What follows belongs to an exercise in optimizing a design on an open flow for a short achievable clock period and few clock cycles per item; a production flow would make more cautious choices.
The RTL of this run was laid out without a check of its function.
No activity file was given, so power comes from the tool's default toggle rates.

**design/flow/constraint.sdc**
```tcl
create_clock -name core_clock -period 8.2 [get_ports {gwe}]
set_input_delay 1.6400 -clock core_clock [delete_from_list [all_inputs] [get_ports {gwe}]]
set_output_delay 1.6400 -clock core_clock [all_outputs]
set_load 0.01 [all_outputs]
```
**design/flow/run.sh**
```bash
#!/bin/bash
# synth_recipe.tcl (not shown) runs the flow's synth.tcl, then flattens the netlist and writes it again
# the make line also repeats each setting of config.mk as NAME=value (left out here)
make -C /OpenROAD-flow-scripts/flow DESIGN_CONFIG=/design/flow/config.mk WORK_HOME=/design/flow/orfs CLKGATE_MAP_FILE= SYNTH_SCRIPT=/design/flow/synth_recipe.tcl finish
```
**design/flow/design.v**
```verilog
`timescale 1ns/1ps
package lc4_pkg;
    parameter int XLEN = 16;
    typedef logic [XLEN-1:0] word_t;
    typedef logic [2:0]      reg_idx_t;
    typedef logic [2:0]      nzp_t;
    typedef word_t           imm_t;
    localparam nzp_t NZP_NEG  = 3'b100;
    localparam nzp_t NZP_ZERO = 3'b010;
    localparam nzp_t NZP_POS  = 3'b001;
    typedef enum logic [3:0] {
        OPC_ARITH   = 4'b0001,
        OPC_LOGIC   = 4'b0101,
        OPC_CONST   = 4'b1001,
        OPC_HICONST = 4'b1101
    } opcode_e;
    typedef enum logic [3:0] {
        ALU_ADD,
        ALU_SUB,
        ALU_MUL,
        ALU_ADDI,
        ALU_AND,
        ALU_OR,
        ALU_XOR,
        ALU_NOT,
        ALU_ANDI,
        ALU_CONST,
        ALU_HICONST,
        ALU_NOP
    } alu_op_e;
endpackage
`timescale 1ns/1ps
module lc4_regfile
(
    input  logic     gwe,
    input  logic     i_arst_n,
    input  lc4_pkg::reg_idx_t i_rs,
    input  lc4_pkg::reg_idx_t i_rt,
    output lc4_pkg::word_t    o_rs_data,
    output lc4_pkg::word_t    o_rt_data,
    input  logic     i_we,
    input  lc4_pkg::reg_idx_t i_wsel,
    input  lc4_pkg::word_t    i_wdata
);
    lc4_pkg::word_t regs [8];
    assign o_rs_data = regs[i_rs];
    assign o_rt_data = regs[i_rt];
    always_ff @(posedge gwe or negedge i_arst_n) begin
        if (!i_arst_n) begin
            for (int i = 0; i < 8; i++) begin
                regs[i] <= '0;
            end
        end else if (i_we) begin
            regs[i_wsel] <= i_wdata;
        end
    end
endmodule
`timescale 1ns/1ps
module lc4_decode
(
    input  lc4_pkg::word_t    i_insn,
    output lc4_pkg::reg_idx_t o_rd,
    output lc4_pkg::reg_idx_t o_rs,
    output lc4_pkg::reg_idx_t o_rt,
    output logic     o_we,
    output logic     o_use_s,
    output logic     o_use_t,
    output logic     o_is_mul,
    output logic     o_is_add,
    output logic     o_sub,
    output logic     o_imm_b,
    output logic [7:0] o_lut,
    output lc4_pkg::word_t    o_imm
);
    logic [3:0] opc;
    logic [2:0] sub_op;
    assign opc    = i_insn[15:12];
    assign sub_op = i_insn[5:3];
    always_comb begin
        o_rd     = i_insn[11:9];
        o_rs     = i_insn[8:6];
        o_rt     = i_insn[2:0];
        o_we     = 1'b0;
        o_use_s  = 1'b0;
        o_use_t  = 1'b0;
        o_is_mul = 1'b0;
        o_is_add = 1'b0;
        o_sub    = 1'b0;
        o_imm_b  = 1'b0;
        o_lut    = 8'h00;
        o_imm    = {{11{i_insn[4]}}, i_insn[4:0]};
        case (opc)
            4'b0001: begin
                o_use_s = 1'b1;
                if (sub_op[2]) begin
                    o_we     = 1'b1;
                    o_is_add = 1'b1;
                    o_imm_b  = 1'b1;
                end else begin
                    case (sub_op[1:0])
                        2'b00: begin o_we = 1'b1; o_is_add = 1'b1; o_use_t = 1'b1; end
                        2'b01: begin o_we = 1'b1; o_is_mul = 1'b1; o_use_t = 1'b1; end
                        2'b10: begin o_we = 1'b1; o_is_add = 1'b1; o_use_t = 1'b1; o_sub = 1'b1; end
                        default: o_use_s = 1'b0;
                    endcase
                end
            end
            4'b0101: begin
                o_we    = 1'b1;
                o_use_s = 1'b1;
                if (sub_op[2]) begin
                    o_imm_b = 1'b1;
                    o_lut   = 8'h88;
                end else begin
                    case (sub_op[1:0])
                        2'b00: begin o_use_t = 1'b1; o_lut = 8'h88; end
                        2'b01: begin o_lut = 8'h33; end
                        2'b10: begin o_use_t = 1'b1; o_lut = 8'hEE; end
                        default: begin o_use_t = 1'b1; o_lut = 8'h66; end
                    endcase
                end
            end
            4'b1001: begin
                o_we    = 1'b1;
                o_imm_b = 1'b1;
                o_lut   = 8'hAA;
                o_imm   = {{7{i_insn[8]}}, i_insn[8:0]};
            end
            4'b1101: begin
                o_we    = 1'b1;
                o_use_s = 1'b1;
                o_rs    = i_insn[11:9];
                o_imm_b = 1'b1;
                o_lut   = 8'hAC;
                o_imm   = {i_insn[7:0], 8'h00};
            end
            default: ;
        endcase
    end
endmodule
`timescale 1ns/1ps
module insn_queue
#(
    parameter int DEPTH = 8,
    parameter int W     = 16
) (
    input  logic         gwe,
    input  logic         i_arst_n,
    input  logic         i_push,
    input  logic [W-1:0] i_data,
    input  logic         i_pop,
    output logic         o_empty,
    output logic [W-1:0] o_head
);
    localparam int PTR_W = $clog2(DEPTH);
    logic [W-1:0] mem [DEPTH];
    logic [PTR_W:0] wr_ptr;
    logic [PTR_W:0] rd_ptr;
    assign o_empty = (wr_ptr == rd_ptr);
    assign o_head  = mem[rd_ptr[PTR_W-1:0]];
    always_ff @(posedge gwe) begin
        if (i_push) begin
            mem[wr_ptr[PTR_W-1:0]] <= i_data;
        end
    end
    always_ff @(posedge gwe or negedge i_arst_n) begin
        if (!i_arst_n) begin
            wr_ptr <= '0;
            rd_ptr <= '0;
        end else begin
            if (i_push) begin
                wr_ptr <= wr_ptr + 1'b1;
            end
            if (i_pop) begin
                rd_ptr <= rd_ptr + 1'b1;
            end
        end
    end
endmodule
`timescale 1ns/1ps
module lc4_mul_s1 (
    input  logic [15:0] a,
    input  logic [15:0] b,
    output logic [33:0] cs
);
    wire s1 = (a[2] & b[0]) ^ (a[1] & b[1]) ^ (a[0] & b[2]);
    wire k2 = ((a[2] & b[0]) & (a[1] & b[1])) | ((a[2] & b[0]) & (a[0] & b[2])) | ((a[1] & b[1]) & (a[0] & b[2]));
    wire s3 = (a[3] & b[0]) ^ (a[2] & b[1]) ^ (a[1] & b[2]);
    wire k4 = ((a[3] & b[0]) & (a[2] & b[1])) | ((a[3] & b[0]) & (a[1] & b[2])) | ((a[2] & b[1]) & (a[1] & b[2]));
    wire s5 = (a[4] & b[0]) ^ (a[3] & b[1]) ^ (a[2] & b[2]);
    wire k6 = ((a[4] & b[0]) & (a[3] & b[1])) | ((a[4] & b[0]) & (a[2] & b[2])) | ((a[3] & b[1]) & (a[2] & b[2]));
    wire s7 = (a[5] & b[0]) ^ (a[4] & b[1]) ^ (a[3] & b[2]);
    wire k8 = ((a[5] & b[0]) & (a[4] & b[1])) | ((a[5] & b[0]) & (a[3] & b[2])) | ((a[4] & b[1]) & (a[3] & b[2]));
    wire s9 = (a[2] & b[3]) ^ (a[1] & b[4]) ^ (a[0] & b[5]);
    wire k10 = ((a[2] & b[3]) & (a[1] & b[4])) | ((a[2] & b[3]) & (a[0] & b[5])) | ((a[1] & b[4]) & (a[0] & b[5]));
    wire s11 = (a[6] & b[0]) ^ (a[5] & b[1]) ^ (a[4] & b[2]);
    wire k12 = ((a[6] & b[0]) & (a[5] & b[1])) | ((a[6] & b[0]) & (a[4] & b[2])) | ((a[5] & b[1]) & (a[4] & b[2]));
    wire s13 = (a[3] & b[3]) ^ (a[2] & b[4]) ^ (a[1] & b[5]);
    wire k14 = ((a[3] & b[3]) & (a[2] & b[4])) | ((a[3] & b[3]) & (a[1] & b[5])) | ((a[2] & b[4]) & (a[1] & b[5]));
    wire s15 = (a[7] & b[0]) ^ (a[6] & b[1]) ^ (a[5] & b[2]);
    wire k16 = ((a[7] & b[0]) & (a[6] & b[1])) | ((a[7] & b[0]) & (a[5] & b[2])) | ((a[6] & b[1]) & (a[5] & b[2]));
    wire s17 = (a[4] & b[3]) ^ (a[3] & b[4]) ^ (a[2] & b[5]);
    wire k18 = ((a[4] & b[3]) & (a[3] & b[4])) | ((a[4] & b[3]) & (a[2] & b[5])) | ((a[3] & b[4]) & (a[2] & b[5]));
    wire s19 = (a[8] & b[0]) ^ (a[7] & b[1]) ^ (a[6] & b[2]);
    wire k20 = ((a[8] & b[0]) & (a[7] & b[1])) | ((a[8] & b[0]) & (a[6] & b[2])) | ((a[7] & b[1]) & (a[6] & b[2]));
    wire s21 = (a[5] & b[3]) ^ (a[4] & b[4]) ^ (a[3] & b[5]);
    wire k22 = ((a[5] & b[3]) & (a[4] & b[4])) | ((a[5] & b[3]) & (a[3] & b[5])) | ((a[4] & b[4]) & (a[3] & b[5]));
    wire s23 = (a[2] & b[6]) ^ (a[1] & b[7]) ^ (a[0] & b[8]);
    wire k24 = ((a[2] & b[6]) & (a[1] & b[7])) | ((a[2] & b[6]) & (a[0] & b[8])) | ((a[1] & b[7]) & (a[0] & b[8]));
    wire s25 = (a[9] & b[0]) ^ (a[8] & b[1]) ^ (a[7] & b[2]);
    wire k26 = ((a[9] & b[0]) & (a[8] & b[1])) | ((a[9] & b[0]) & (a[7] & b[2])) | ((a[8] & b[1]) & (a[7] & b[2]));
    wire s27 = (a[6] & b[3]) ^ (a[5] & b[4]) ^ (a[4] & b[5]);
    wire k28 = ((a[6] & b[3]) & (a[5] & b[4])) | ((a[6] & b[3]) & (a[4] & b[5])) | ((a[5] & b[4]) & (a[4] & b[5]));
    wire s29 = (a[3] & b[6]) ^ (a[2] & b[7]) ^ (a[1] & b[8]);
    wire k30 = ((a[3] & b[6]) & (a[2] & b[7])) | ((a[3] & b[6]) & (a[1] & b[8])) | ((a[2] & b[7]) & (a[1] & b[8]));
    wire s31 = (a[10] & b[0]) ^ (a[9] & b[1]) ^ (a[8] & b[2]);
    wire k32 = ((a[10] & b[0]) & (a[9] & b[1])) | ((a[10] & b[0]) & (a[8] & b[2])) | ((a[9] & b[1]) & (a[8] & b[2]));
    wire s33 = (a[7] & b[3]) ^ (a[6] & b[4]) ^ (a[5] & b[5]);
    wire k34 = ((a[7] & b[3]) & (a[6] & b[4])) | ((a[7] & b[3]) & (a[5] & b[5])) | ((a[6] & b[4]) & (a[5] & b[5]));
    wire s35 = (a[4] & b[6]) ^ (a[3] & b[7]) ^ (a[2] & b[8]);
    wire k36 = ((a[4] & b[6]) & (a[3] & b[7])) | ((a[4] & b[6]) & (a[2] & b[8])) | ((a[3] & b[7]) & (a[2] & b[8]));
    wire s37 = (a[11] & b[0]) ^ (a[10] & b[1]) ^ (a[9] & b[2]);
    wire k38 = ((a[11] & b[0]) & (a[10] & b[1])) | ((a[11] & b[0]) & (a[9] & b[2])) | ((a[10] & b[1]) & (a[9] & b[2]));
    wire s39 = (a[8] & b[3]) ^ (a[7] & b[4]) ^ (a[6] & b[5]);
    wire k40 = ((a[8] & b[3]) & (a[7] & b[4])) | ((a[8] & b[3]) & (a[6] & b[5])) | ((a[7] & b[4]) & (a[6] & b[5]));
    wire s41 = (a[5] & b[6]) ^ (a[4] & b[7]) ^ (a[3] & b[8]);
    wire k42 = ((a[5] & b[6]) & (a[4] & b[7])) | ((a[5] & b[6]) & (a[3] & b[8])) | ((a[4] & b[7]) & (a[3] & b[8]));
    wire s43 = (a[2] & b[9]) ^ (a[1] & b[10]) ^ (a[0] & b[11]);
    wire k44 = ((a[2] & b[9]) & (a[1] & b[10])) | ((a[2] & b[9]) & (a[0] & b[11])) | ((a[1] & b[10]) & (a[0] & b[11]));
    wire s45 = (a[12] & b[0]) ^ (a[11] & b[1]) ^ (a[10] & b[2]);
    wire k46 = ((a[12] & b[0]) & (a[11] & b[1])) | ((a[12] & b[0]) & (a[10] & b[2])) | ((a[11] & b[1]) & (a[10] & b[2]));
    wire s47 = (a[9] & b[3]) ^ (a[8] & b[4]) ^ (a[7] & b[5]);
    wire k48 = ((a[9] & b[3]) & (a[8] & b[4])) | ((a[9] & b[3]) & (a[7] & b[5])) | ((a[8] & b[4]) & (a[7] & b[5]));
    wire s49 = (a[6] & b[6]) ^ (a[5] & b[7]) ^ (a[4] & b[8]);
    wire k50 = ((a[6] & b[6]) & (a[5] & b[7])) | ((a[6] & b[6]) & (a[4] & b[8])) | ((a[5] & b[7]) & (a[4] & b[8]));
    wire s51 = (a[3] & b[9]) ^ (a[2] & b[10]) ^ (a[1] & b[11]);
    wire k52 = ((a[3] & b[9]) & (a[2] & b[10])) | ((a[3] & b[9]) & (a[1] & b[11])) | ((a[2] & b[10]) & (a[1] & b[11]));
    wire s53 = (a[13] & b[0]) ^ (a[12] & b[1]) ^ (a[11] & b[2]);
    wire k54 = ((a[13] & b[0]) & (a[12] & b[1])) | ((a[13] & b[0]) & (a[11] & b[2])) | ((a[12] & b[1]) & (a[11] & b[2]));
    wire s55 = (a[10] & b[3]) ^ (a[9] & b[4]) ^ (a[8] & b[5]);
    wire k56 = ((a[10] & b[3]) & (a[9] & b[4])) | ((a[10] & b[3]) & (a[8] & b[5])) | ((a[9] & b[4]) & (a[8] & b[5]));
    wire s57 = (a[7] & b[6]) ^ (a[6] & b[7]) ^ (a[5] & b[8]);
    wire k58 = ((a[7] & b[6]) & (a[6] & b[7])) | ((a[7] & b[6]) & (a[5] & b[8])) | ((a[6] & b[7]) & (a[5] & b[8]));
    wire s59 = (a[4] & b[9]) ^ (a[3] & b[10]) ^ (a[2] & b[11]);
    wire k60 = ((a[4] & b[9]) & (a[3] & b[10])) | ((a[4] & b[9]) & (a[2] & b[11])) | ((a[3] & b[10]) & (a[2] & b[11]));
    wire s61 = (a[14] & b[0]) ^ (a[13] & b[1]) ^ (a[12] & b[2]);
    wire k62 = ((a[14] & b[0]) & (a[13] & b[1])) | ((a[14] & b[0]) & (a[12] & b[2])) | ((a[13] & b[1]) & (a[12] & b[2]));
    wire s63 = (a[11] & b[3]) ^ (a[10] & b[4]) ^ (a[9] & b[5]);
    wire k64 = ((a[11] & b[3]) & (a[10] & b[4])) | ((a[11] & b[3]) & (a[9] & b[5])) | ((a[10] & b[4]) & (a[9] & b[5]));
    wire s65 = (a[8] & b[6]) ^ (a[7] & b[7]) ^ (a[6] & b[8]);
    wire k66 = ((a[8] & b[6]) & (a[7] & b[7])) | ((a[8] & b[6]) & (a[6] & b[8])) | ((a[7] & b[7]) & (a[6] & b[8]));
    wire s67 = (a[5] & b[9]) ^ (a[4] & b[10]) ^ (a[3] & b[11]);
    wire k68 = ((a[5] & b[9]) & (a[4] & b[10])) | ((a[5] & b[9]) & (a[3] & b[11])) | ((a[4] & b[10]) & (a[3] & b[11]));
    wire s69 = (a[2] & b[12]) ^ (a[1] & b[13]) ^ (a[0] & b[14]);
    wire k70 = ((a[2] & b[12]) & (a[1] & b[13])) | ((a[2] & b[12]) & (a[0] & b[14])) | ((a[1] & b[13]) & (a[0] & b[14]));
    wire s71 = (a[15] & b[0]) ^ (a[14] & b[1]) ^ (a[13] & b[2]);
    wire s72 = (a[12] & b[3]) ^ (a[11] & b[4]) ^ (a[10] & b[5]);
    wire s73 = (a[9] & b[6]) ^ (a[8] & b[7]) ^ (a[7] & b[8]);
    wire s74 = (a[6] & b[9]) ^ (a[5] & b[10]) ^ (a[4] & b[11]);
    wire s75 = (a[3] & b[12]) ^ (a[2] & b[13]) ^ (a[1] & b[14]);
    wire s76 = k2 ^ s3 ^ (a[0] & b[3]);
    wire k77 = (k2 & s3) | (k2 & (a[0] & b[3])) | (s3 & (a[0] & b[3]));
    wire s78 = k4 ^ s5 ^ (a[1] & b[3]);
    wire k79 = (k4 & s5) | (k4 & (a[1] & b[3])) | (s5 & (a[1] & b[3]));
    wire s80 = k6 ^ s7 ^ s9;
    wire k81 = (k6 & s7) | (k6 & s9) | (s7 & s9);
    wire s82 = k8 ^ k10 ^ s11;
    wire k83 = (k8 & k10) | (k8 & s11) | (k10 & s11);
    wire s84 = k12 ^ k14 ^ s15;
    wire k85 = (k12 & k14) | (k12 & s15) | (k14 & s15);
    wire s86 = s17 ^ (a[1] & b[6]) ^ (a[0] & b[7]);
    wire k87 = (s17 & (a[1] & b[6])) | (s17 & (a[0] & b[7])) | ((a[1] & b[6]) & (a[0] & b[7]));
    wire s88 = k16 ^ k18 ^ s19;
    wire k89 = (k16 & k18) | (k16 & s19) | (k18 & s19);
    wire s90 = k20 ^ k22 ^ k24;
    wire k91 = (k20 & k22) | (k20 & k24) | (k22 & k24);
    wire s92 = s25 ^ s27 ^ s29;
    wire k93 = (s25 & s27) | (s25 & s29) | (s27 & s29);
    wire s94 = k26 ^ k28 ^ k30;
    wire k95 = (k26 & k28) | (k26 & k30) | (k28 & k30);
    wire s96 = s31 ^ s33 ^ s35;
    wire k97 = (s31 & s33) | (s31 & s35) | (s33 & s35);
    wire s98 = k32 ^ k34 ^ k36;
    wire k99 = (k32 & k34) | (k32 & k36) | (k34 & k36);
    wire s100 = s37 ^ s39 ^ s41;
    wire k101 = (s37 & s39) | (s37 & s41) | (s39 & s41);
    wire s102 = k38 ^ k40 ^ k42;
    wire k103 = (k38 & k40) | (k38 & k42) | (k40 & k42);
    wire s104 = k44 ^ s45 ^ s47;
    wire k105 = (k44 & s45) | (k44 & s47) | (s45 & s47);
    wire s106 = s49 ^ s51 ^ (a[0] & b[12]);
    wire k107 = (s49 & s51) | (s49 & (a[0] & b[12])) | (s51 & (a[0] & b[12]));
    wire s108 = k46 ^ k48 ^ k50;
    wire k109 = (k46 & k48) | (k46 & k50) | (k48 & k50);
    wire s110 = k52 ^ s53 ^ s55;
    wire k111 = (k52 & s53) | (k52 & s55) | (s53 & s55);
    wire s112 = s57 ^ s59 ^ (a[1] & b[12]);
    wire k113 = (s57 & s59) | (s57 & (a[1] & b[12])) | (s59 & (a[1] & b[12]));
    wire s114 = k54 ^ k56 ^ k58;
    wire k115 = (k54 & k56) | (k54 & k58) | (k56 & k58);
    wire s116 = k60 ^ s61 ^ s63;
    wire k117 = (k60 & s61) | (k60 & s63) | (s61 & s63);
    wire s118 = s65 ^ s67 ^ s69;
    wire k119 = (s65 & s67) | (s65 & s69) | (s67 & s69);
    wire s120 = k62 ^ k64 ^ k66;
    wire s121 = k68 ^ k70 ^ s71;
    wire s122 = s72 ^ s73 ^ s74;
    wire s123 = k77 ^ s78 ^ (a[0] & b[4]);
    wire k124 = (k77 & s78) | (k77 & (a[0] & b[4])) | (s78 & (a[0] & b[4]));
    wire s125 = k81 ^ s82 ^ s13;
    wire k126 = (k81 & s82) | (k81 & s13) | (s82 & s13);
    wire s127 = k83 ^ s84 ^ s86;
    wire k128 = (k83 & s84) | (k83 & s86) | (s84 & s86);
    wire s129 = k85 ^ k87 ^ s88;
    wire k130 = (k85 & k87) | (k85 & s88) | (k87 & s88);
    wire s131 = k89 ^ s90 ^ s92;
    wire k132 = (k89 & s90) | (k89 & s92) | (s90 & s92);
    wire s133 = k91 ^ k93 ^ s94;
    wire k134 = (k91 & k93) | (k91 & s94) | (k93 & s94);
    wire s135 = s96 ^ (a[1] & b[9]) ^ (a[0] & b[10]);
    wire k136 = (s96 & (a[1] & b[9])) | (s96 & (a[0] & b[10])) | ((a[1] & b[9]) & (a[0] & b[10]));
    wire s137 = k95 ^ k97 ^ s98;
    wire k138 = (k95 & k97) | (k95 & s98) | (k97 & s98);
    wire s139 = k99 ^ k101 ^ s102;
    wire k140 = (k99 & k101) | (k99 & s102) | (k101 & s102);
    wire s141 = k103 ^ k105 ^ k107;
    wire k142 = (k103 & k105) | (k103 & k107) | (k105 & k107);
    wire s143 = s108 ^ s110 ^ s112;
    wire k144 = (s108 & s110) | (s108 & s112) | (s110 & s112);
    wire s145 = k109 ^ k111 ^ k113;
    wire k146 = (k109 & k111) | (k109 & k113) | (k111 & k113);
    wire s147 = s114 ^ s116 ^ s118;
    wire k148 = (s114 & s116) | (s114 & s118) | (s116 & s118);
    wire s149 = k115 ^ k117 ^ k119;
    wire s150 = s120 ^ s121 ^ s122;
    wire s151 = k124 ^ k79 ^ s80;
    wire k152 = (k124 & k79) | (k124 & s80) | (k79 & s80);
    wire s153 = k128 ^ s129 ^ s21;
    wire k154 = (k128 & s129) | (k128 & s21) | (s129 & s21);
    wire s155 = k130 ^ s131 ^ (a[0] & b[9]);
    wire k156 = (k130 & s131) | (k130 & (a[0] & b[9])) | (s131 & (a[0] & b[9]));
    wire s157 = k132 ^ s133 ^ s135;
    wire k158 = (k132 & s133) | (k132 & s135) | (s133 & s135);
    wire s159 = k134 ^ k136 ^ s137;
    wire k160 = (k134 & k136) | (k134 & s137) | (k136 & s137);
    wire s161 = k138 ^ s139 ^ s104;
    wire k162 = (k138 & s139) | (k138 & s104) | (s139 & s104);
    wire s163 = k140 ^ s141 ^ s143;
    wire k164 = (k140 & s141) | (k140 & s143) | (s141 & s143);
    wire s165 = k142 ^ k144 ^ s145;
    wire k166 = (k142 & k144) | (k142 & s145) | (k144 & s145);
    wire s167 = k146 ^ k148 ^ s149;
    wire s168 = s150 ^ s75 ^ (a[0] & b[15]);
    assign cs[0] = (a[0] & b[0]);
    assign cs[1] = (a[1] & b[0]);
    assign cs[2] = (a[0] & b[1]);
    assign cs[3] = s1;
    assign cs[4] = s76;
    assign cs[5] = s123;
    assign cs[6] = s151;
    assign cs[7] = k152;
    assign cs[8] = s125;
    assign cs[9] = (a[0] & b[6]);
    assign cs[10] = k126;
    assign cs[11] = s127;
    assign cs[12] = s153;
    assign cs[13] = s23;
    assign cs[14] = k154;
    assign cs[15] = s155;
    assign cs[16] = k156;
    assign cs[17] = s157;
    assign cs[18] = k158;
    assign cs[19] = s159;
    assign cs[20] = s100;
    assign cs[21] = s43;
    assign cs[22] = k160;
    assign cs[23] = s161;
    assign cs[24] = s106;
    assign cs[25] = k162;
    assign cs[26] = s163;
    assign cs[27] = (a[0] & b[13]);
    assign cs[28] = k164;
    assign cs[29] = s165;
    assign cs[30] = s147;
    assign cs[31] = k166;
    assign cs[32] = s167;
    assign cs[33] = s168;
endmodule
module lc4_mul_s2 (
    input  logic [33:0] cs,
    output logic [15:0] p
);
    wire s1 = cs[7] ^ cs[8] ^ cs[9];
    wire k2 = (cs[7] & cs[8]) | (cs[7] & cs[9]) | (cs[8] & cs[9]);
    wire s3 = cs[18] ^ cs[19] ^ cs[20];
    wire k4 = (cs[18] & cs[19]) | (cs[18] & cs[20]) | (cs[19] & cs[20]);
    wire s5 = cs[22] ^ cs[23] ^ cs[24];
    wire k6 = (cs[22] & cs[23]) | (cs[22] & cs[24]) | (cs[23] & cs[24]);
    wire s7 = cs[25] ^ cs[26] ^ cs[27];
    wire k8 = (cs[25] & cs[26]) | (cs[25] & cs[27]) | (cs[26] & cs[27]);
    wire s9 = cs[28] ^ cs[29] ^ cs[30];
    wire k10 = (cs[28] & cs[29]) | (cs[28] & cs[30]) | (cs[29] & cs[30]);
    wire s11 = cs[31] ^ cs[32] ^ cs[33];
    wire s12 = k2 ^ cs[10] ^ cs[11];
    wire k13 = (k2 & cs[10]) | (k2 & cs[11]) | (cs[10] & cs[11]);
    wire s14 = k13 ^ cs[12] ^ cs[13];
    wire k15 = (k13 & cs[12]) | (k13 & cs[13]) | (cs[12] & cs[13]);
    wire s16 = k15 ^ cs[14] ^ cs[15];
    wire k17 = (k15 & cs[14]) | (k15 & cs[15]) | (cs[14] & cs[15]);
    wire s18 = k17 ^ cs[16] ^ cs[17];
    wire k19 = (k17 & cs[16]) | (k17 & cs[17]) | (cs[16] & cs[17]);
    wire s20 = k19 ^ s3 ^ cs[21];
    wire k21 = (k19 & s3) | (k19 & cs[21]) | (s3 & cs[21]);
    wire s22 = k21 ^ k4 ^ s5;
    wire k23 = (k21 & k4) | (k21 & s5) | (k4 & s5);
    wire s24 = k23 ^ k6 ^ s7;
    wire k25 = (k23 & k6) | (k23 & s7) | (k6 & s7);
    wire s26 = k25 ^ k8 ^ s9;
    wire k27 = (k25 & k8) | (k25 & s9) | (k8 & s9);
    wire s28 = k27 ^ k10 ^ s11;
    wire [15:0] r0 = {s28, s26, s24, s22, s20, s18, s16, s14, s12, s1, cs[6], cs[5], cs[4], cs[3], cs[1], cs[0]};
    wire [15:0] r1 = {1'b0, 1'b0, 1'b0, 1'b0, 1'b0, 1'b0, 1'b0, 1'b0, 1'b0, 1'b0, 1'b0, 1'b0, 1'b0, 1'b0, cs[2], 1'b0};
    assign p = r0 + r1;
endmodule
`timescale 1ns/1ps
module lc4_core
#(
    parameter int CAP = 8
) (
    input  logic     gwe,
    input  logic     i_arst_n,
    input  logic     i_insn_valid,
    input  lc4_pkg::word_t    i_insn,
    output logic     o_insn_ready,
    output logic     o_ret_valid,
    input  logic     i_ret_ready,
    output lc4_pkg::word_t    o_ret_insn,
    output logic     o_ret_we,
    output lc4_pkg::reg_idx_t o_ret_wsel,
    output lc4_pkg::word_t    o_ret_data,
    output lc4_pkg::nzp_t     o_ret_nzp
);
    localparam int CNT_W = $clog2(CAP) + 1;
    localparam int CS_W  = 34;
    logic             acc;
    logic             ret;
    logic [CNT_W-1:0] n_fl;
    logic [CNT_W-1:0] n_nx;
    logic             rdy_q;
    assign acc  = i_insn_valid & rdy_q;
    assign ret  = o_ret_valid & i_ret_ready;
    assign n_nx = n_fl + {{(CNT_W-1){1'b0}}, acc} - {{(CNT_W-1){1'b0}}, ret};
    assign o_insn_ready = rdy_q;
    always_ff @(posedge gwe or negedge i_arst_n) begin
        if (!i_arst_n) begin
            n_fl  <= '0;
            rdy_q <= 1'b1;
        end else begin
            n_fl  <= n_nx;
            rdy_q <= (n_nx < CNT_W'(CAP));
        end
    end
    logic           iq_empty;
    lc4_pkg::word_t iq_head;
    logic           iq_pop;
    insn_queue #(.DEPTH(CAP), .W(16)) u_iq (
        .gwe      (gwe),
        .i_arst_n (i_arst_n),
        .i_push   (acc),
        .i_data   (i_insn),
        .i_pop    (iq_pop),
        .o_empty  (iq_empty),
        .o_head   (iq_head)
    );
    logic              d_v;
    lc4_pkg::word_t    d_insn;
    lc4_pkg::reg_idx_t d_rd, d_rs, d_rt;
    logic              d_we, d_use_s, d_use_t, d_is_mul, d_is_add, d_sub, d_imm_b;
    logic [7:0]        d_lut;
    lc4_pkg::word_t    d_imm;
    lc4_pkg::reg_idx_t q_rd, q_rs, q_rt;
    logic              q_we, q_use_s, q_use_t, q_is_mul, q_is_add, q_sub, q_imm_b;
    logic [7:0]        q_lut;
    lc4_pkg::word_t    q_imm;
    lc4_decode u_decode (
        .i_insn   (iq_head),
        .o_rd     (q_rd),
        .o_rs     (q_rs),
        .o_rt     (q_rt),
        .o_we     (q_we),
        .o_use_s  (q_use_s),
        .o_use_t  (q_use_t),
        .o_is_mul (q_is_mul),
        .o_is_add (q_is_add),
        .o_sub    (q_sub),
        .o_imm_b  (q_imm_b),
        .o_lut    (q_lut),
        .o_imm    (q_imm)
    );
    logic              x_v;
    lc4_pkg::word_t    x_insn;
    lc4_pkg::reg_idx_t x_rd;
    logic              x_we;       
    logic              x_mulw;     
    logic              x_is_add, x_sub;
    logic [7:0]        x_lut;
    logic              x_fa1, x_fa2, x_fa0, x_fb1, x_fb2, x_fb0;
    lc4_pkg::word_t    x_a, x_b;
    logic              m_v;
    lc4_pkg::word_t    m_insn;
    lc4_pkg::reg_idx_t m_rd;
    logic              m_we;
    logic              m_is_mul;
    lc4_pkg::word_t    r1;
    logic [CS_W-1:0]   m_cs;
    logic              w_v;
    lc4_pkg::word_t    w_insn;
    lc4_pkg::reg_idx_t w_rd;
    logic              w_we;
    logic              w_wr;       
    lc4_pkg::word_t    r2;
    logic stall;
    logic d_load;
    assign stall  = d_v & x_mulw & ((d_use_s & (d_rs == x_rd)) | (d_use_t & (d_rt == x_rd)));
    assign d_load = ~d_v | ~stall;
    assign iq_pop = d_load & ~iq_empty;
    always_ff @(posedge gwe or negedge i_arst_n) begin
        if (!i_arst_n) begin
            d_v <= 1'b0;
        end else if (d_load) begin
            d_v <= ~iq_empty;
        end
    end
    always_ff @(posedge gwe) begin
        if (d_load) begin
            d_insn   <= iq_head;
            d_rd     <= q_rd;
            d_rs     <= q_rs;
            d_rt     <= q_rt;
            d_we     <= q_we;
            d_use_s  <= q_use_s;
            d_use_t  <= q_use_t;
            d_is_mul <= q_is_mul;
            d_is_add <= q_is_add;
            d_sub    <= q_sub;
            d_imm_b  <= q_imm_b;
            d_lut    <= q_lut;
            d_imm    <= q_imm;
        end
    end
    lc4_pkg::word_t rf_s, rf_t;
    lc4_regfile u_regfile (
        .gwe       (gwe),
        .i_arst_n  (i_arst_n),
        .i_rs      (d_rs),
        .i_rt      (d_rt),
        .o_rs_data (rf_s),
        .o_rt_data (rf_t),
        .i_we      (w_we),
        .i_wsel    (w_rd),
        .i_wdata   (r2)
    );
    logic hx_s, hm_s, hw_s, hx_t, hm_t, hw_t;
    assign hx_s = x_we & (x_rd == d_rs);
    assign hm_s = m_we & (m_rd == d_rs);
    assign hw_s = w_we & (w_rd == d_rs);
    assign hx_t = x_we & (x_rd == d_rt);
    assign hm_t = m_we & (m_rd == d_rt);
    assign hw_t = w_we & (w_rd == d_rt);
    logic issue;
    assign issue = d_v & ~stall;
    always_ff @(posedge gwe or negedge i_arst_n) begin
        if (!i_arst_n) begin
            x_v    <= 1'b0;
            x_we   <= 1'b0;
            x_mulw <= 1'b0;
            m_v    <= 1'b0;
            m_we   <= 1'b0;
            w_v    <= 1'b0;
            w_we   <= 1'b0;
        end else begin
            x_v    <= issue;
            x_we   <= issue & d_we;
            x_mulw <= issue & d_is_mul;
            m_v    <= x_v;
            m_we   <= x_we;
            w_v    <= m_v;
            w_we   <= m_we;
        end
    end
    always_ff @(posedge gwe) begin
        x_insn   <= d_insn;
        x_rd     <= d_rd;
        x_is_add <= d_is_add;
        x_sub    <= d_sub;
        x_lut    <= d_lut;
        x_fa1    <= hx_s;
        x_fa2    <= ~hx_s & hm_s;
        x_fa0    <= ~hx_s & ~hm_s;
        x_a      <= hw_s ? r2 : rf_s;
        if (d_imm_b) begin
            x_fb1 <= 1'b0;
            x_fb2 <= 1'b0;
            x_fb0 <= 1'b1;
            x_b   <= d_imm;
        end else begin
            x_fb1 <= hx_t;
            x_fb2 <= ~hx_t & hm_t;
            x_fb0 <= ~hx_t & ~hm_t;
            x_b   <= hw_t ? r2 : rf_t;
        end
    end
    lc4_pkg::word_t a, b, bb, sum, lres, alu;
    logic [CS_W-1:0] cs;
    assign a  = ({16{x_fa1}} & r1) | ({16{x_fa2}} & r2) | ({16{x_fa0}} & x_a);
    assign b  = ({16{x_fb1}} & r1) | ({16{x_fb2}} & r2) | ({16{x_fb0}} & x_b);
    assign bb = b ^ {16{x_sub}};
    assign sum = a + bb + {15'd0, x_sub};
    always_comb begin
        for (int i = 0; i < 16; i++) begin
            logic [3:0] l;
            l = (i < 8) ? x_lut[3:0] : x_lut[7:4];
            lres[i] = (a[i] & b[i] & l[3]) | (a[i] & ~b[i] & l[2]) |
                      (~a[i] & b[i] & l[1]) | (~a[i] & ~b[i] & l[0]);
        end
    end
    assign alu = x_is_add ? sum : lres;
    lc4_mul_s1 u_mul1 (
        .a  (a),
        .b  (b),
        .cs (cs)
    );
    always_ff @(posedge gwe) begin
        m_insn   <= x_insn;
        m_rd     <= x_rd;
        m_is_mul <= x_mulw;
        r1       <= alu;
        m_cs     <= cs;
    end
    lc4_pkg::word_t prod;
    lc4_mul_s2 u_mul2 (
        .cs (m_cs),
        .p  (prod)
    );
    always_ff @(posedge gwe) begin
        w_insn <= m_insn;
        w_rd   <= m_rd;
        w_wr   <= m_we;
        r2     <= m_is_mul ? prod : r1;
    end
    lc4_pkg::nzp_t w_nzp;
    assign w_nzp = r2[15] ? lc4_pkg::NZP_NEG : (r2 == '0) ? lc4_pkg::NZP_ZERO : lc4_pkg::NZP_POS;
    localparam int RW = 16 + 1 + 3 + 16 + 3;
    logic [RW-1:0] w_rec;
    assign w_rec = {w_insn, w_wr, w_rd, r2, w_nzp};
    logic          oq_empty;
    logic [RW-1:0] oq_head;
    logic          out_free;
    logic          oq_pop;
    logic          oq_push;
    assign out_free = ~o_ret_valid | i_ret_ready;
    assign oq_pop   = out_free & ~oq_empty;
    assign oq_push  = w_v & ~(out_free & oq_empty);
    insn_queue #(.DEPTH(CAP), .W(RW)) u_oq (
        .gwe      (gwe),
        .i_arst_n (i_arst_n),
        .i_push   (oq_push),
        .i_data   (w_rec),
        .i_pop    (oq_pop),
        .o_empty  (oq_empty),
        .o_head   (oq_head)
    );
    always_ff @(posedge gwe or negedge i_arst_n) begin
        if (!i_arst_n) begin
            o_ret_valid <= 1'b0;
        end else if (out_free) begin
            o_ret_valid <= ~oq_empty | w_v;
        end
    end
    always_ff @(posedge gwe) begin
        if (out_free) begin
            {o_ret_insn, o_ret_we, o_ret_wsel, o_ret_data, o_ret_nzp} <= oq_empty ? w_rec : oq_head;
        end
    end
endmodule
```
**design/flow/config.mk**
```make
export PLATFORM = sky130hd
export DESIGN_NAME = lc4_core
export DESIGN_NICKNAME = lc4_core
export VERILOG_FILES = /design/flow/design.v
export SDC_FILE = /design/flow/constraint.sdc
export NUM_CORES = 4
export LEC_CHECK = 0
export CAP_MARGIN = 20
export CORE_MARGIN = 2
export CORE_UTILIZATION = 40
export PLACE_DENSITY = 0.6
export SLEW_MARGIN = 20
```
==> results.txt <==
[worst register-to-register path, cell delays in order (launching register included)]
cell,delay [ns]
dfxtp_1,0.33
fa_1,0.17
inv_1,0.05
fa_1,0.37
fa_1,0.39
fa_1,0.37
inv_1,0.07
fa_1,0.18
fa_1,0.17
inv_1,0.05
fa_1,0.37
fa_1,0.39
fa_1,0.39
xnor2_1,0.20
xnor2_1,0.16
xnor2_1,0.16
xnor2_1,0.09
mux2_2,0.26
[area by class of cell]
type / count / area, sq um / share of cell area [%]
multi-input cells: 1434 / 13000 / 31.6
clock buffers: 114 / 2390 / 5.80
clock inverters: 46 / 604 / 1.47
repair buffers: 141 / 1220 / 2.96
flip-flops and latches: 811 / 21900 / 53.3
inverters: 144 / 541 / 1.31
well taps: 1176 / 1470 / 3.57
[sequential cells by signal, summed over array words and instances, names as in the netlist, 6 cells and up]
name            flops
u_oq.mem          280
x_b                16
m_insn             14
d_insn             16
r2                 16
u_regfile.regs    128
r1                 16
x_a                16
o_ret_data         16
x_lut               6
d_lut               6
d_imm              16
m_cs               34
u_iq.mem          128
w_insn             14
x_insn             14
o_ret_insn         16
[layout by cell type, fill, tap and decap left out, types with 7 or more instances in the layout]
master / count
clkinv_2: 21
clkbuf_8: 11
xor2_1: 33
dfrtp_1: 153
clkdlybuf4s50_1: 59
o21ai_0: 179
nor3_1: 8
nand2b_1: 21
nand3_1: 17
mux4_2: 109
inv_1: 142
ha_1: 24
fa_1: 93
nor4_1: 7
a21oi_1: 41
nand4_1: 8
nor2b_1: 12
and2_1: 7
clkbuf_16: 87
a21o_1: 13
xnor2_1: 76
mux2_2: 156
or2_2: 25
o211ai_1: 7
buf_4: 79
edfxtp_1: 491
nor2_1: 170
a221oi_1: 9
a211oi_1: 11
nand2_1: 189
mux4_1: 14
a22oi_1: 7
clkbuf_1: 16
bufinv_16: 10
o22ai_1: 15
dfxtp_1: 162
a222oi_1: 30
mux2i_1: 89
[cells by family (layout without fill, tap and decap cells)]
family	after synthesis	count (layout)	synth area share, %
AO/OA/AOI/OAI	341	341	5.84
XOR/XNOR	109	109	2.65
adder cells (fa/ha/maj)	117	117	6.00
buffers and inverters	302	445	3.27
flip-flops	811	811	60.9
multiplexers	370	370	15.3
AND/OR/NAND/NOR	497	497	6.05
[final timing paths]
kind / startpoint / to / slack (ns) / cells after the start
min in group asynchronous: i_arst_n / n_fl[3] / 1.04 / 1
worst max register to register: m_cs[7] / r2[15] / 3.94 / 17
worst min register to register: x_insn[8] / m_insn[8] / 0.32 / 0
worst min-delay path: x_insn[8] / m_insn[8] / 0.32 / 0
worst max-delay path: m_cs[7] / r2[15] / 3.94 / 17
max in group asynchronous: i_arst_n / u_oq.rd_ptr[0] / 5.87 / 2
[routing by layer]
metal,share of wire [%],track usage [%],routed length [um]
met1,42,25.7,37300
met2,49,32.2,43500
met3,5.7,3.09,4990
met4,2.7,5.77,2420
met5,0.015,0,13
[power groups by stage]
stage / clock, mW / sequential, mW / combinational, mW
final: 4.05 / 7.07 / 6.54
after global routing: 4.30 / 7.21 / 7.16
after CTS: 4.13 / 7.07 / 6.61
after detailed placement: 0 / 7.14 / 6.59
after global placement: 0 / 7.06 / 6.47
after floorplan: 0 / 6.72 / 4.48
[per-stage QoR]
step	area, sq um	hold WS [ns]	setup slack [ns]
after floorplan	36000	0.310	2.18
after global placement	38200	0.312	3.90
after detailed placement	38200	0.312	3.88
after CTS	41200	0.321	3.90
after global routing	41200	0.331	3.70
final	41200	0.323	3.94
==> results.txt <==
- Required @ worst endpoint: 8.74 ns
- # hold bufs at CTS: 0
- Synth area leader: edfxtp_1
- WP data arrival: 4.80 ns
- Worst Skew: 0.0399 ns
- CP Capture Type: flop
- Die Y: 304 um
- Initial Utilization: 40.2%
- WP buf/inv: 3
- Initial antenna violation count: 2
- Netlist cell types: 67
- RSZ-0062 raised after global routing: false
- Flops & latches, synth: 811
- IO Port Bufs: 60
- Sw Ratio: 36.6%
- Initial DRC Count: 1942
- Top-area cell type share of the netlist area: 40.9%
- Synthesis Warnings: 6
- Leakage: 15.6 nW
- Post-synthesis sequential area ratio: 60.9%
- Synth top cells by count: edfxtp_1 (491), nand2_1 (190), o21ai_0 (179)
- Via/cell ratio: 5.48
- Clock Latency Late Sink: 0.67 ns
- # Post-CTS Setup Buffers: 0
- Count of final setup violators: 0
- Vias post-DR: 21200
- Die area: 92500 sq um
- Ant. Diodes: 0
- Total congestion overflow: 0
- Post-Syn Area per Cell: 14.1 sq um
- Startpoint Class: flop
- Non-filler cells in the finished layout: 3866
- Dpl hpwl: 54500 um
- CTS resizes: 0
- DR DRC count: 0
- Sum Neg Setup Slack: 0 ns
- Slew headroom: 27.0%
- Root buffer cell: clkbuf_16
- EDFF count, synth: 491
- Fin. max-slew vios: 0
- Fin nets: 2754
- GRT Overall Usage: 19.2%
- Drt wl/cell: 22.8 um
- H-tree levels: 3
- Num Clock Sinks: 811
- Total power: 17.7 mW
- Share of cells above drive strength 1: 20.2%
- Syn_nets: 2684
- Cell with the most instances after synthesis: edfxtp_1
- Core Area: 89600 sq um
- Cells after Synth: 2547
- TritonCTS clock tree: built
- CP most frequent cell: fa_1
- Critical path class: flop to flop
- Power share of the clock group: 22.9%
- Num CTS Buffers: 85
- Worst-path clk slew: 0.06 ns
- Horiz. Die Dim: 304 um
- Endpoints failing hold: 0
- Post-Place Cells: 3705
- Tcrit/Tclk final: 51.9%
- Delay-heaviest family, CP: adder cells
- Switching Power: 6.46 mW
- Synth async-reset ratio: 19.5%
- Mapped Area: 36000 sq um
- Status: finished clean
- Vias in the first global route: 21800
- Slowest CP cell: fa_1
- Cell internal pwr: 11.2 mW
- Final GP Congestion: 0.857
- Tmin final: 4.26 ns
- Antenna-violating nets left: 0
- Fillers: 7785
- F_max: 0.235 GHz
- Measured slew at the worst slew-check pin: 1.09 ns
- Ys flop type: edfxtp_1
- First-pass GRT wire length: 135000 um
- Worst hold path type: flop to flop
- Final wirelength: 88200 um
- IR Drop Worst-Case VDD: 0.211 mV
- P per Cell Area: 429 nW/um^2
- Layout area overhead: 14.4%
- Max-capacitance violation count: 0
- Synth area leaders: edfxtp_1 (41%), dfrtp_1 (11%), dfxtp_1 (9.0%), mux4_2 (6.8%), fa_1 (5.2%)
- Clock tree buffer depth: 3
- DRT Pass-1 Iters: 10
- IO Pins: 61
- Final Util: 46.0%
- Slowest stage delay, CP: 0.39 ns
- Logic pwr share: 37.0%
- Crit-path cells: fa_1 -> inv_1 -> fa_1 -> fa_1 -> fa_1 -> inv_1 -> fa_1 -> fa_1 -> inv_1 -> fa_1 -> fa_1 -> fa_1 -> xnor2_1 -> xnor2_1 -> xnor2_1 -> xnor2_1 -> mux2_2
- Seq pwr share: 40.0%
- Largest net degree at the start of global routing: 82
- Std-Cell Rows: 110
- Max FO, Critical Path: 1

[separate check: timing with driven ports]
The results above use ideal ports. As a check the final layout listed here was re-extracted and re-timed, cells and wires unchanged.
Step 1: set_driving_cell puts a clkbuf_16 on gwe and a buf_2 on each other input, an assumption about the parent block.
Step 2 moves the port delays by t, midway between the first and last clock arrival at a register: inputs arrive t later, outputs are due t later. That takes back most of the time a late clock gives input paths.
Three values: no drivers, after step 1, after step 2; two values: the first two.
t (ns): 0.714
setup WS [ns]: 3.944 / 3.944 / 3.901
latest minus earliest clock arrival (ns): 0.051 / 0.050
After both steps setup and hold are still met in this run. For this run, drivers alone change the setup slack by 0.000 ns; drivers and shift together by -0.043 ns.
